Context: an optimization exercise on an open-source flow, tuned for small area, a short achievable clock period and few clock cycles. The choices shown serve that exercise and are no tape-out recipe.
Where RTL was checked, it was by simulation tests only, not by an equivalence proof against the original.
No driver is modelled on the clock port, so clocking that relies on it looks cheaper here than on a real chip.
No activity file was given, so power comes from the tool's default toggle rates.

Design mul_accel_top, start of the top module:
module mul_accel_top #(
  parameter int unsigned StreamerCsrNum = 6
) (
  input  logic  clk_i,
  input  logic  rst_n_i,
  input  mul_accel_pkg::addr_t csr_req_addr_i,
  input  mul_accel_pkg::word_t csr_req_data_i,
  input  logic  csr_req_write_i,
  input  logic  csr_req_valid_i,
  output logic  csr_req_ready_o,
  output mul_accel_pkg::word_t csr_rsp_data_o,
  output logic  csr_rsp_valid_o,
  input  logic  csr_rsp_ready_i,
  output mul_accel_pkg::addr_t tcdm_addr_o,
  output mul_accel_pkg::word_t tcdm_wdata_o,
  output logic  tcdm_write_o,
  output logic  tcdm_req_o,
  input  logic  tcdm_gnt_i,
  input  mul_accel_pkg::word_t tcdm_rdata_i,
  input  logic  tcdm_rvalid_i
);
Size in the first run: ~2,300 cells after synthesis, roughly 0.023 sq mm of cells after synthesis.
clock: 8.0 ns
lec_check: 0
cap_margin: 20
core_margin: 8
core_utilization: 40
place_density: 0.6
slew_margin: 20
run.sh (not shown) runs the stock make flow with config.mk's settings and CLKGATE_MAP_FILE= SYNTH_SCRIPT=/design/flow/synth_recipe.tcl, a recipe that flattens the netlist after the stock synthesis.
Testbench counts at the start, summed over its fixed seeds: cycles 11,462.
Change:
--- a/flow/config.mk
+++ b/flow/config.mk
@@ -11,2 +11,3 @@
 export PLACE_DENSITY = 0.6
+export SETUP_SLACK_MARGIN = 3.5
 export SLEW_MARGIN = 20
=>
- The changed run finished clean
- setup slack improved by 670 ps
- design area went up by a few percent
- first-iteration DRC count went up by about a fifth
- hold slack improved by 7.3 ps
- total power is about the same
Change:
--- a/flow/config.mk
+++ b/flow/config.mk
@@ -7,2 +7,3 @@
 export LEC_CHECK = 0
+export ABC_AREA = 1
 export CAP_MARGIN = 20
@@ -11,3 +12,2 @@
 export PLACE_DENSITY = 0.6
-export SETUP_SLACK_MARGIN = 3.5
 export SLEW_MARGIN = 20
Result: Cell area increases by 0.87%. Power increases by 4.1%. Area after synthesis goes up by 7.6%.


mul_accel_top, a different RTL version from the one above (not shown whole).
Size: about 320 flip-flops, roughly 200 I/O pins.
make LEC_CHECK=0 CAP_MARGIN=20 CORE_MARGIN=8 CORE_UTILIZATION=40 PLACE_DENSITY=0.6 SETUP_SLACK_MARGIN=5 SLEW_MARGIN=20 finish   # period 8.0 ns
Testbench counts at the start, summed over its fixed seeds: cycles 11,462.
Edit:
Settings changed: CTS_BUF_LIST from default to sky130_fd_sc_hd__clkbuf_4, SETUP_SLACK_MARGIN 5 to 4.
Power came out lower by about 8%.
Synthesized cell count is unchanged.
Routed wire length goes down by 6.6%.
Utilization shrinks by 4.7 points.
Final cell count decreases by about 1.5%.
Via count goes down by 2.0%.
Edit:
==> flow/flow/run.sh (new file) <==
#!/bin/bash
set -euo pipefail
bash standard.sh "BUFFER_PORTS_ARGS=-buffer_cell sky130_fd_sc_hd__buf_1" finish > flow_make.log 2>&1
==> flow/standard.sh (new file) <==
#!/bin/bash
# synth_recipe.tcl (not shown) runs the flow's synth.tcl, then flattens the netlist and writes it again
# the make line also repeats each setting of config.mk as NAME=value (left out here)
make -C /OpenROAD-flow-scripts/flow DESIGN_CONFIG=/design/flow/config.mk WORK_HOME=/design/flow/orfs CLKGATE_MAP_FILE= SYNTH_SCRIPT=/design/flow/synth_recipe.tcl "${@:-finish}"
Settings changed: CTS_BUF_LIST sky130_fd_sc_hd__clkbuf_4 to default.
removed: flow/run.sh
Result:
- The changed run produced a clean layout
- register-to-register slack gains 70 ps
- cell count came out lower by about 3.8%
- worst setup slack gains 71 ps
- flip-flop and latch count does not change
- routed wire length came out lower by 5.2%
- total power came out higher by 9.2%
- design area came out lower by 5.1%
Edit:
Settings changed: CTS_BUF_LIST from default to sky130_fd_sc_hd__clkbuf_8, CTS_CLUSTER_DIAMETER from default to 80, CTS_CLUSTER_SIZE from default to 14.
After rerunning: The changed run ran to the end with no violations. Global-route usage barely changes. Final area falls by about 1.1%. Count of clock-buffer cells in the layout came out lower by 26. Non-clock buffer count climbs by 14. Register-to-register slack barely changes.
Edit:
==> flow/run.sh (new file) <==
#!/bin/bash
# synth_recipe.tcl (not shown) runs the flow's synth.tcl, then flattens the netlist and writes it again
# the make line also repeats each setting of config.mk as NAME=value (left out here)
make -C /OpenROAD-flow-scripts/flow DESIGN_CONFIG=/design/flow/config.mk WORK_HOME=/design/flow/orfs CLKGATE_MAP_FILE= SYNTH_SCRIPT=/design/flow/synth_recipe.tcl finish
Settings changed: CTS_CLUSTER_DIAMETER 80 to default, CTS_CLUSTER_SIZE 14 to default.
removed: flow/flow/run.sh
removed: flow/standard.sh
- die area does not change
- power grows by about 20%
- utilization grows by 3.4 points
- worst hold slack barely changes
- non-clock buffer count grows by 22
- wire length grows by about 3%
- cell count grows by 2.3%
- sequential power barely changes
- design area grows by about 7%
- global-route usage grows by 0.67 points


## run 1
Another version of the RTL of mul_accel_top (not shown whole).
For scale: ~2100 cells after synthesis, about 350 flip-flops, about 22000 sq um of cells after synthesis.
Design mul_accel_top, start of the top module:
module mul_accel_top #(
  parameter int unsigned StreamerCsrNum = 6
) (
  input  logic  clk_i,
  input  logic  rst_n_i,
  input  mul_accel_pkg::addr_t csr_req_addr_i,
  input  mul_accel_pkg::word_t csr_req_data_i,
  input  logic  csr_req_write_i,
  input  logic  csr_req_valid_i,
  output logic  csr_req_ready_o,
  output mul_accel_pkg::word_t csr_rsp_data_o,
  output logic  csr_rsp_valid_o,
  input  logic  csr_rsp_ready_i,
  output mul_accel_pkg::addr_t tcdm_addr_o,
  output mul_accel_pkg::word_t tcdm_wdata_o,
  output logic  tcdm_write_o,
  output logic  tcdm_req_o,
  input  logic  tcdm_gnt_i,
  input  mul_accel_pkg::word_t tcdm_rdata_i,
  input  logic  tcdm_rvalid_i
);
export LEC_CHECK = 0
export CAP_MARGIN = 20
export CORE_MARGIN = 8
export CORE_UTILIZATION = 40
export CTS_BUF_LIST = sky130_fd_sc_hd__clkbuf_16
export CTS_CLUSTER_DIAMETER = 100
export CTS_CLUSTER_SIZE = 20
export PLACE_DENSITY = 0.6
export SETUP_SLACK_MARGIN = 4
export SLEW_MARGIN = 20
create_clock -name core_clock -period 8.0 [get_ports {clk_i}]
standard.sh (not shown) runs the stock make flow with config.mk's settings and CLKGATE_MAP_FILE= SYNTH_SCRIPT=/design/flow/synth_recipe.tcl, a recipe that flattens the netlist after the stock synthesis.
==> flow/flow/run.sh <==
#!/bin/bash
set -euo pipefail
ARGS="BUFFER_PORTS_ARGS=-buffer_cell sky130_fd_sc_hd__buf_1"
R=orfs/results/sky130hd/mul_accel_top/base
bash standard.sh "$ARGS" cts > flow_make_cts.log 2>&1
SKEW_DB=$R/4_cts.odb SKEW_SDC=$R/4_cts.sdc SKEW_OUT=$R/4_cts.odb \
  SKEW_DLY=sky130_fd_sc_hd__clkdlybuf4s18_1 SKEW_DRV=sky130_fd_sc_hd__clkbuf_16 \
  openroad -no_init -exit flow/skew.tcl > skew.log 2>&1
bash standard.sh "$ARGS" finish > flow_make_finish.log 2>&1
==> flow/flow/skew.tcl <==
# Useful skew for the multiplier: delay the clock of the result register c_q, where the
# multiplier's register-to-register paths end. Each group of c_q flip-flops on one clock
# leaf net gets its own delay buffer between the leaf net and their clock pins.
read_liberty $::env(FLOW_HOME)/platforms/sky130hd/lib/sky130_fd_sc_hd__tt_025C_1v80.lib
read_db $::env(SKEW_DB)
read_sdc $::env(SKEW_SDC)
set_propagated_clock [all_clocks]
source $::env(FLOW_HOME)/platforms/sky130hd/setRC.tcl
estimate_parasitics -placement
puts "before:"
report_checks -path_delay max -to [get_pins -hierarchical c_q*/D] -format end
report_checks -path_delay max -from [get_pins -hierarchical c_q*/CLK] -format end
set block [ord::get_db_block]
set dly_master [[ord::get_db] findMaster $::env(SKEW_DLY)]
set drv_master [[ord::get_db] findMaster $::env(SKEW_DRV)]
array set groups {}
foreach inst [$block getInsts] {
  if {[regexp {^c_q\\\[} [$inst getName]]} {
    set net [[$inst findITerm CLK] getNet]
    lappend groups([$net getName]) $inst
  }
}
set k 0
foreach netname [lsort [array names groups]] {
  set net [$block findNet $netname]
  # delay cell, then a clock buffer that drives the flip-flops with a sharp edge
  set dly [odb::dbInst_create $block $dly_master skew_dly_$k]
  set mid [odb::dbNet_create $block skew_mid_$k]
  $mid setSigType CLOCK
  set buf [odb::dbInst_create $block $drv_master skew_buf_$k]
  set nn [odb::dbNet_create $block skew_net_$k]
  $nn setSigType CLOCK
  [$dly findITerm A] connect $net
  [$dly findITerm X] connect $mid
  [$buf findITerm A] connect $mid
  [$buf findITerm X] connect $nn
  set sx 0; set sy 0; set c 0
  foreach inst $groups($netname) {
    set it [$inst findITerm CLK]
    $it disconnect
    $it connect $nn
    set bb [$inst getBBox]
    set sx [expr {$sx + [$bb xMin]}]; set sy [expr {$sy + [$bb yMin]}]; incr c
  }
  $buf setLocation [expr {$sx / $c}] [expr {$sy / $c}]
  $buf setPlacementStatus PLACED
  $dly setLocation [expr {$sx / $c}] [expr {$sy / $c}]
  $dly setPlacementStatus PLACED
  puts "skew_buf_$k on $netname drives $c flip-flops"
  incr k
}
global_connect
detailed_placement
check_placement -verbose
estimate_parasitics -placement
puts "after:"
report_checks -path_delay max -to [get_pins -hierarchical c_q*/D] -format end
report_checks -path_delay max -from [get_pins -hierarchical c_q*/CLK] -format end
report_checks -path_delay min -to [get_pins -hierarchical c_q*/D] -format end
report_check_types -max_slew -max_capacitance
foreach p [get_pins -hierarchical c_q*/CLK] { report_slews $p }
write_db $::env(SKEW_OUT)
Run 1 finished end to end and its layout was clean on timing, DRC and antenna.
Relative to run 1, the following input files were edited for run 2:
==> flow/flow/run.sh <==
#!/bin/bash
set -euo pipefail
ARGS="BUFFER_PORTS_ARGS=-buffer_cell sky130_fd_sc_hd__buf_1"
R=orfs/results/sky130hd/mul_accel_top/base
bash standard.sh "$ARGS" cts > flow_make_cts.log 2>&1
SKEW_DB=$R/4_cts.odb SKEW_SDC=$R/4_cts.sdc SKEW_OUT=$R/4_cts.odb \
  SKEW_DLY=sky130_fd_sc_hd__clkdlybuf4s18_1 SKEW_DRV=sky130_fd_sc_hd__clkbuf_8 \
  openroad -no_init -exit flow/skew.tcl > skew.log 2>&1
bash standard.sh "$ARGS" finish > flow_make_finish.log 2>&1
Findings:
- Latest clock arrival within the worst-skew pair: run 2 lower than run 1
- Re count of endpoints failing setup in the final report: no difference whatsoever between run 1 and run 2.
- Reported for run 2 and run 1, global placer's final weighted congestion turned out identical to the last digit.
- In the metrics for run 2 and run 1, the one carrying the lower register-to-register slack is run 2.
- First-pass iteration count of the detailed router, run 2 and run 1: higher on run 2
- Between run 2 and run 1, the difference in power consumed by combinational cells is negligible.
- The higher fraction of layout cells with a size suffix above 1 came out of run 2.
- Summary — fraction of power consumed by sequential logic, run 2 relative to run 1: higher, by 0.8 points.
- Final wirelength delta (run 2 -> run 1): insignificant
- Run 2 vs run 1: total power down slightly
diff inputs: run 2 => run 3
Settings: CORE_UTILIZATION changed from 40 to 60; PLACE_DENSITY changed from 0.6 to 0.75.
==> flow/flow/run.sh <==
#!/bin/bash
set -euo pipefail
ARGS="BUFFER_PORTS_ARGS=-buffer_cell sky130_fd_sc_hd__buf_1"
R=orfs/results/sky130hd/mul_accel_top/base
bash standard.sh "$ARGS" cts > flow_make_cts.log 2>&1
SKEW_DB=$R/4_cts.odb SKEW_SDC=$R/4_cts.sdc SKEW_OUT=$R/4_cts.odb \
  SKEW_DLY=sky130_fd_sc_hd__clkdlybuf4s18_1 SKEW_DRV=sky130_fd_sc_hd__clkbuf_16 \
  openroad -no_init -exit flow/skew.tcl > skew.log 2>&1
bash standard.sh "$ARGS" finish > flow_make_finish.log 2>&1
==> run summary <==
- Looking at critical path launch point, the c_q[23] result is from run 2; the c_q[22] one comes from run 3.
- Compared with run 2, run 3 shows total global-route track usage higher by 8.1 points.
- Row least setup slack across all paths after layout: run 3 higher / run 2 lower
- The lower minimum clock period after layout of run 3 and run 2 is in run 3.
- Per the comparison of run 3 with run 2, logic depth of the worst setup path including buffers climbed 1, layout cell share with drive strength beyond 1 dropped 0.61 points.
- Taking run 2 as the reference, in run 3 floorplan die area dropped about 30%; maximum ir drop on the vdd rail climbed 29%.
- Compared with run 2, run 3 shows number of gates resized after cts that has gone down by more than 10%.
- The lower share of total power in sequential cells of run 3 and run 2 is in run 2.
Setup changes, run 3 to run 4
Settings: PLACE_DENSITY: 0.75 -> 0.6; CORE_UTILIZATION: 60 -> 40.
==> flow/flow/run.sh <==
#!/bin/bash
set -euo pipefail
ARGS="BUFFER_PORTS_ARGS=-buffer_cell sky130_fd_sc_hd__buf_1"
R=orfs/results/sky130hd/mul_accel_top/base
bash standard.sh "$ARGS" cts > flow_make_cts.log 2>&1
SKEW_DB=$R/4_cts.odb SKEW_SDC=$R/4_cts.sdc SKEW_OUT=$R/4_cts.odb \
  SKEW_DLY=sky130_fd_sc_hd__clkbuf_2 SKEW_DRV=sky130_fd_sc_hd__clkbuf_16 \
  openroad -no_init -exit flow/skew.tcl > skew.log 2>&1
bash standard.sh "$ARGS" finish > flow_make_finish.log 2>&1
==> run summary <==
Going from run 3 to run 4, first-iteration DRC count shrank by more than 10%. Run 3 -> run 4: post-synthesis average cell area delta 0, exact match. Delta (run 4 minus run 3): synthesis-to-layout area growth picked up an extra 2.1 points; total power picked up an extra about 3.3%; clock period minus worst slack picked up an extra 0.080 ns.
[inputs] run 5 vs run 4
Settings: SETUP_SLACK_MARGIN: 4 -> 4.4.
Findings:
- Between run 5 and run 4, the proportion of power drawn by combinational gates does not differ in any meaningful way.
- Comparing run 4 and run 5, the lower global-route met2 utilization is on run 4.
- From run 4 to run 5, synthesized cell count did not move at all.
- Run 5 packs its core tighter than run 4.
- For the first-pass GRT wire length, run 5 came in about 3.6% higher than run 4 did.
- Comparing count of inserted antenna diode cells for run 4 and run 5, the smaller number came from run 4.
Function was not checked in any run of this note: the RTL went through the layout flow alone.


== onyx ==
Another version of the RTL of mul_accel_top (not shown whole).
Size: roughly 2100 cells after synthesis, roughly 320 flip-flops, roughly 200 I/O pins, about 22000 um^2 of cells after synthesis.
clock: 8.0 ns
lec_check: 0
cap_margin: 20
core_margin: 8
core_utilization: 40
cts_buf_list: sky130_fd_sc_hd__clkbuf_16
cts_cluster_diameter: 100
cts_cluster_size: 20
place_density: 0.6
setup_slack_margin: 3.6
slew_margin: 20
==> flow/flow/run.sh <==
#!/bin/bash
set -euo pipefail
bash standard.sh "BUFFER_PORTS_ARGS=-buffer_cell sky130_fd_sc_hd__buf_1" finish > flow_make.log 2>&1
Testbench counts of onyx, summed over its fixed seeds: cycles 11,462.
diff inputs: onyx => maple
Settings: SETUP_SLACK_MARGIN: 3.6 -> 4.
--- outcome ---
On worst hold slack, onyx tracks maple almost exactly. maple has more setup slack than onyx. The critical path startpoint comes out one_q[2] in one run and one_q[0] in the other, namely in maple and onyx respectively. onyx → maple: layout overhead on the synthesized area now larger; power density over the cells +3.1%; detailed-route via count increased by 1.2% relative to the old numbers; leakage power of the design climbed 2.1%. maple vs. onyx: logic gate share of total power went up by 1.5 points.


The RTL this note starts from:
==> flow/design.v <==
package mul_accel_pkg;
  typedef logic [31:0] word_t;
  typedef logic [31:0] addr_t;
  typedef logic [15:0] operand_t;
  typedef logic [3:0]  shift_t;
  typedef enum logic [2:0] {IDLE, RD_A, WT_A, RD_B, WT_B, FEED, DRAIN, WR_C} stream_state_e;
  localparam addr_t CsrShift  = 32'd0;
  localparam addr_t CsrCommit = 32'd1;
  localparam addr_t CsrCount  = 32'd2;
  localparam addr_t CsrBaseA  = 32'd0;
  localparam addr_t CsrBaseB  = 32'd1;
  localparam addr_t CsrBaseC  = 32'd2;
  localparam addr_t CsrLength = 32'd3;
  localparam addr_t CsrStart  = 32'd4;
  localparam addr_t CsrStatus = 32'd5;
endpackage
module mul_accel_top #(
  parameter int unsigned StreamerCsrNum = 6
) (
  input  logic  clk_i,
  input  logic  rst_n_i,
  input  mul_accel_pkg::addr_t csr_req_addr_i,
  input  mul_accel_pkg::word_t csr_req_data_i,
  input  logic  csr_req_write_i,
  input  logic  csr_req_valid_i,
  output logic  csr_req_ready_o,
  output mul_accel_pkg::word_t csr_rsp_data_o,
  output logic  csr_rsp_valid_o,
  input  logic  csr_rsp_ready_i,
  output mul_accel_pkg::addr_t tcdm_addr_o,
  output mul_accel_pkg::word_t tcdm_wdata_o,
  output logic  tcdm_write_o,
  output logic  tcdm_req_o,
  input  logic  tcdm_gnt_i,
  input  mul_accel_pkg::word_t tcdm_rdata_i,
  input  logic  tcdm_rvalid_i
);
  logic [31:0] base_a_q, base_b_q, base_c_q, len_q, count_q;
  logic [3:0]  shift_q, cshift_q;
  logic        rsp_valid_q;
  logic [6:0]  rsel_q;
  logic        st_a_q, st_b_q, st_c_q, st_t_q;
  logic        first_q, last_q;
  logic [31:0] idx_q;
  logic [31:0] addr_q;
  logic        ga_q, gb_q, s1_q, s2_q, cv_q;
  logic [15:0] a_q, b_q;
  logic [31:0] c_q;
  logic busy;
  assign busy = st_a_q | st_b_q | st_c_q | st_t_q;
  logic       req_fire, wr, hi_zero;
  logic [3:0] a4;
  logic       start;
  assign req_fire = csr_req_valid_i & ~rsp_valid_q;
  assign wr       = req_fire & csr_req_write_i;
  assign hi_zero  = csr_req_addr_i[31:4] == '0;
  assign a4       = csr_req_addr_i[3:0];
  assign start    = wr & hi_zero & (a4 == 4'd4) & ~busy & (len_q != '0);
  logic [6:0] rsel_d;
  logic       rd;
  assign rd = ~csr_req_write_i & hi_zero;
  assign rsel_d = {rd & (a4 == 4'd5) & busy, rd & (a4 == 4'd6), rd & (a4 == 4'd8),
                   rd & (a4 == 4'd3), rd & (a4 == 4'd2), rd & (a4 == 4'd1), rd & (a4 == 4'd0)};
  always_ff @(posedge clk_i or negedge rst_n_i) begin
    if (!rst_n_i) begin
      rsp_valid_q <= 1'b0;
    end else if (req_fire) begin
      rsp_valid_q <= 1'b1;
    end else if (csr_rsp_ready_i) begin
      rsp_valid_q <= 1'b0;
    end
  end
  always_ff @(posedge clk_i) begin
    if (req_fire) rsel_q <= rsel_d;
  end
  assign csr_rsp_data_o = ({32{rsel_q[0]}} & base_a_q) | ({32{rsel_q[1]}} & base_b_q) |
                          ({32{rsel_q[2]}} & base_c_q) | ({32{rsel_q[3]}} & len_q) |
                          ({32{rsel_q[4]}} & count_q) | ({32{rsel_q[5]}} & {28'd0, shift_q}) |
                          {31'd0, rsel_q[6]};
  assign csr_req_ready_o = ~rsp_valid_q;
  assign csr_rsp_valid_o = rsp_valid_q;
  always_ff @(posedge clk_i or negedge rst_n_i) begin
    if (!rst_n_i) begin
      base_a_q <= '0;
      base_b_q <= '0;
      base_c_q <= '0;
      len_q    <= '0;
      shift_q  <= '0;
      cshift_q <= '0;
    end else begin
      if (wr && hi_zero && !busy) begin
        if (a4 == 4'd0) base_a_q <= csr_req_data_i;
        if (a4 == 4'd1) base_b_q <= csr_req_data_i;
        if (a4 == 4'd2) base_c_q <= csr_req_data_i;
        if (a4 == 4'd3) len_q    <= csr_req_data_i;
        if (a4 == 4'd7) cshift_q <= shift_q;
      end
      if (wr && hi_zero && a4 == 4'd6) shift_q <= csr_req_data_i[3:0];
    end
  end
  logic gnt_a, gnt_b, gnt_c, adv_c, done;
  assign gnt_a = st_a_q & tcdm_gnt_i;
  assign gnt_b = st_b_q & tcdm_gnt_i;
  assign gnt_c = req_c & tcdm_gnt_i;
  assign adv_c = st_c_q & (first_q | gnt_c);
  assign done  = st_t_q & gnt_c;
  logic cnt_pend, cnt_hold, creq_q, dfr_q, req_c;
  assign cnt_pend = rsp_valid_q & rsel_q[4];
  assign cnt_hold = cnt_pend | dfr_q;
  assign req_c    = (st_c_q | st_t_q) & cv_q & (creq_q | ~cnt_hold);
  always_ff @(posedge clk_i or negedge rst_n_i) begin
    if (!rst_n_i) begin
      count_q <= '0;
      creq_q  <= 1'b0;
      dfr_q   <= 1'b0;
    end else begin
      creq_q <= req_c & ~tcdm_gnt_i;
      if (!cnt_pend && (gnt_c || dfr_q)) begin
        count_q <= count_q + 32'd1;
        dfr_q   <= 1'b0;
      end else if (gnt_c) begin
        dfr_q   <= 1'b1;
      end
    end
  end
  function automatic logic sum_eq(input logic [31:0] x, input logic [31:0] y, input logic [31:0] k);
    logic ok;
    logic c;
    ok = 1'b1;
    c  = 1'b0;
    for (int i = 0; i < 32; i++) begin
      ok = ok & ((x[i] ^ y[i] ^ k[i]) == c);
      c  = (x[i] & y[i]) | ((x[i] ^ y[i]) & ~k[i]);
    end
    sum_eq = ok;
  endfunction
  logic [31:0] nbase;
  logic        ncin;
  logic [32:0] nsum;
  always_comb begin
    if (st_a_q) begin
      nbase = base_b_q;  ncin = 1'b1;
    end else if (st_b_q || (st_c_q && last_q)) begin
      nbase = base_c_q;  ncin = 1'b0;
    end else begin
      nbase = base_a_q;  ncin = 1'b1;
    end
  end
  assign nsum = {nbase, ncin} + {idx_q, 1'b1};
  always_ff @(posedge clk_i or negedge rst_n_i) begin
    if (!rst_n_i) begin
      st_a_q  <= 1'b0;
      st_b_q  <= 1'b0;
      st_c_q  <= 1'b0;
      st_t_q  <= 1'b0;
      first_q <= 1'b0;
      last_q  <= 1'b0;
      idx_q   <= '1;
      ga_q    <= 1'b0;
      gb_q    <= 1'b0;
      s1_q    <= 1'b0;
      s2_q    <= 1'b0;
      cv_q    <= 1'b0;
    end else begin
      ga_q <= gnt_a;
      gb_q <= gnt_b;
      if (start) begin
        st_a_q  <= 1'b1;
        first_q <= 1'b1;
      end
      if (gnt_a) begin
        st_a_q <= 1'b0;
        st_b_q <= 1'b1;
      end
      if (gnt_b) begin
        st_b_q <= 1'b0;
        st_c_q <= 1'b1;
        idx_q  <= idx_q + 32'd1;
        last_q <= sum_eq(idx_q, 32'd2, len_q);
      end
      if (adv_c) begin
        st_c_q  <= 1'b0;
        first_q <= 1'b0;
        if (last_q) st_t_q <= 1'b1;
        else        st_a_q <= 1'b1;
      end
      if (done) begin
        st_t_q <= 1'b0;
        idx_q  <= '1;
      end
      if (gb_q) s1_q <= 1'b1;
      else if (!cv_q) s1_q <= 1'b0;
      s2_q <= s1_q & ~cv_q;
      if (s2_q) cv_q <= 1'b1;
      else if (gnt_c) cv_q <= 1'b0;
    end
  end
  always_ff @(posedge clk_i) begin
    if (start | gnt_a | gnt_b | adv_c) addr_q <= nsum[32:1];
  end
  assign tcdm_req_o   = st_a_q | st_b_q | req_c;
  assign tcdm_write_o = st_c_q | st_t_q;
  assign tcdm_addr_o  = addr_q;
  logic        s1_fire;
  logic [7:0]  dig;
  logic [15:0] addend;
  logic [23:0] msum;
  assign s1_fire = s1_q & ~cv_q;
  assign dig     = b_q[7:0];
  assign addend  = s2_q ? c_q[31:16] : 16'd0;
  assign msum    = a_q * dig + addend;
  always_ff @(posedge clk_i) begin
    if (ga_q) a_q <= tcdm_rdata_i[15:0];
    if (gb_q) b_q <= tcdm_rdata_i[15:0];
    else if (s1_fire) b_q[7:0] <= b_q[15:8];
    if (s1_fire | s2_q) c_q[31:8] <= msum;
    if (s2_q) c_q[7:0] <= c_q[15:8];
  end
  assign tcdm_wdata_o = c_q >> cshift_q;
endmodule
Settings: LEC_CHECK=0, CAP_MARGIN=20, CORE_MARGIN=8, CORE_UTILIZATION=40, PLACE_DENSITY=0.6, SETUP_SLACK_MARGIN=4, SLEW_MARGIN=20; clock period 8.0 ns.
run.sh (not shown) runs the stock make flow with config.mk's settings and CLKGATE_MAP_FILE= SYNTH_SCRIPT=/design/flow/synth_recipe.tcl, a recipe that flattens the netlist after the stock synthesis.
Stock flow here: none of the scripts above is used.
Testbench counts at the start, summed over its fixed seeds: cycles 11,462.
Edit:
==> flow/flow/run.sh (new file) <==
#!/bin/bash
set -euo pipefail
bash standard.sh "BUFFER_PORTS_ARGS=-buffer_cell sky130_fd_sc_hd__buf_1" finish > flow_make.log 2>&1
==> flow/standard.sh (new file) <==
#!/bin/bash
# synth_recipe.tcl (not shown) runs the flow's synth.tcl, then flattens the netlist and writes it again
# the make line also repeats each setting of config.mk as NAME=value (left out here)
make -C /OpenROAD-flow-scripts/flow DESIGN_CONFIG=/design/flow/config.mk WORK_HOME=/design/flow/orfs CLKGATE_MAP_FILE= SYNTH_SCRIPT=/design/flow/synth_recipe.tcl "${@:-finish}"
Settings changed: CTS_BUF_LIST set to sky130_fd_sc_hd__clkbuf_16, CTS_CLUSTER_DIAMETER set to 150, CTS_CLUSTER_SIZE set to 30.
removed: flow/run.sh
The new run went through all stages and came out clean.
Power shrinks by about 26%.
Sequential share of layout area grows by 3.3 points.
Non-clock buffer count shrinks by 42.
Synthesized cell count is unchanged.
Wire length shrinks by 4.5%.

==> static timing again, ports no longer ideal <==
Ports are ideal in the flow. The routed layouts listed here were re-timed in OpenROAD. Step 1 (the two cells are an assumption about what drives the block):
set clk [get_ports {clk_i}]
set_driving_cell -lib_cell sky130_fd_sc_hd__clkbuf_16 $clk
set_driving_cell -lib_cell sky130_fd_sc_hd__buf_2 [delete_from_list [all_inputs] $clk]
Step 2, shift: input delay + t, output delay - t, t = (earliest + latest rising clock arrival at the registers) / 2. This alone moves slack from input paths to output paths. Three values: ideal ports, drivers, drivers and shift; two values: the first two.
run	shift t [ns]	slack for setup (ns)	clock arrival spread, ns
the first run of note 1	0.612	2.120 / 2.120 / 2.120	0.025 / 0.026
the second run of note 1	0.621	2.786 / 2.786 / 2.786	0.029 / 0.028
the third run of note 1	0.630	1.870 / 1.870 / 1.870	0.032 / 0.032
the first run of note 2	0.633	3.384 / 3.384 / 3.384	0.029 / 0.029
the second run of note 2	0.888	3.329 / 3.329 / 3.329	0.102 / 0.103
the third run of note 2	0.625	3.400 / 3.400 / 3.400	0.031 / 0.031
the fourth run of note 2	0.705	3.392 / 3.392 / 3.392	0.085 / 0.085
the fifth run of note 2	0.711	3.357 / 3.357 / 3.357	0.064 / 0.065
run 1	0.798	4.011 / 3.957 / 3.553	0.452 / 0.452
run 2	0.782	3.993 / 3.938 / 3.581	0.416 / 0.416
run 3	0.776	4.092 / 4.036 / 3.543	0.398 / 0.398
run 4	0.736	4.011 / 3.999 / 3.641	0.324 / 0.325
run 5	0.720	4.030 / 4.030 / 3.862	0.289 / 0.290
onyx	0.596	3.631 / 3.631 / 3.631	0.021 / 0.022
maple	0.601	3.679 / 3.679 / 3.679	0.045 / 0.045
the first run of note 5	0.623	3.350 / 3.350 / 3.350	0.020 / 0.019
the second run of note 5	0.577	3.377 / 3.377 / 3.377	0.026 / 0.026
Clock arrivals are far apart in run 1, run 2, run 3 and run 4, so t is only a midpoint there and step 2 fits no single register. The setup slack of run 3, which loses most, moves by -0.056 ns with the drivers and by -0.549 ns with both steps.
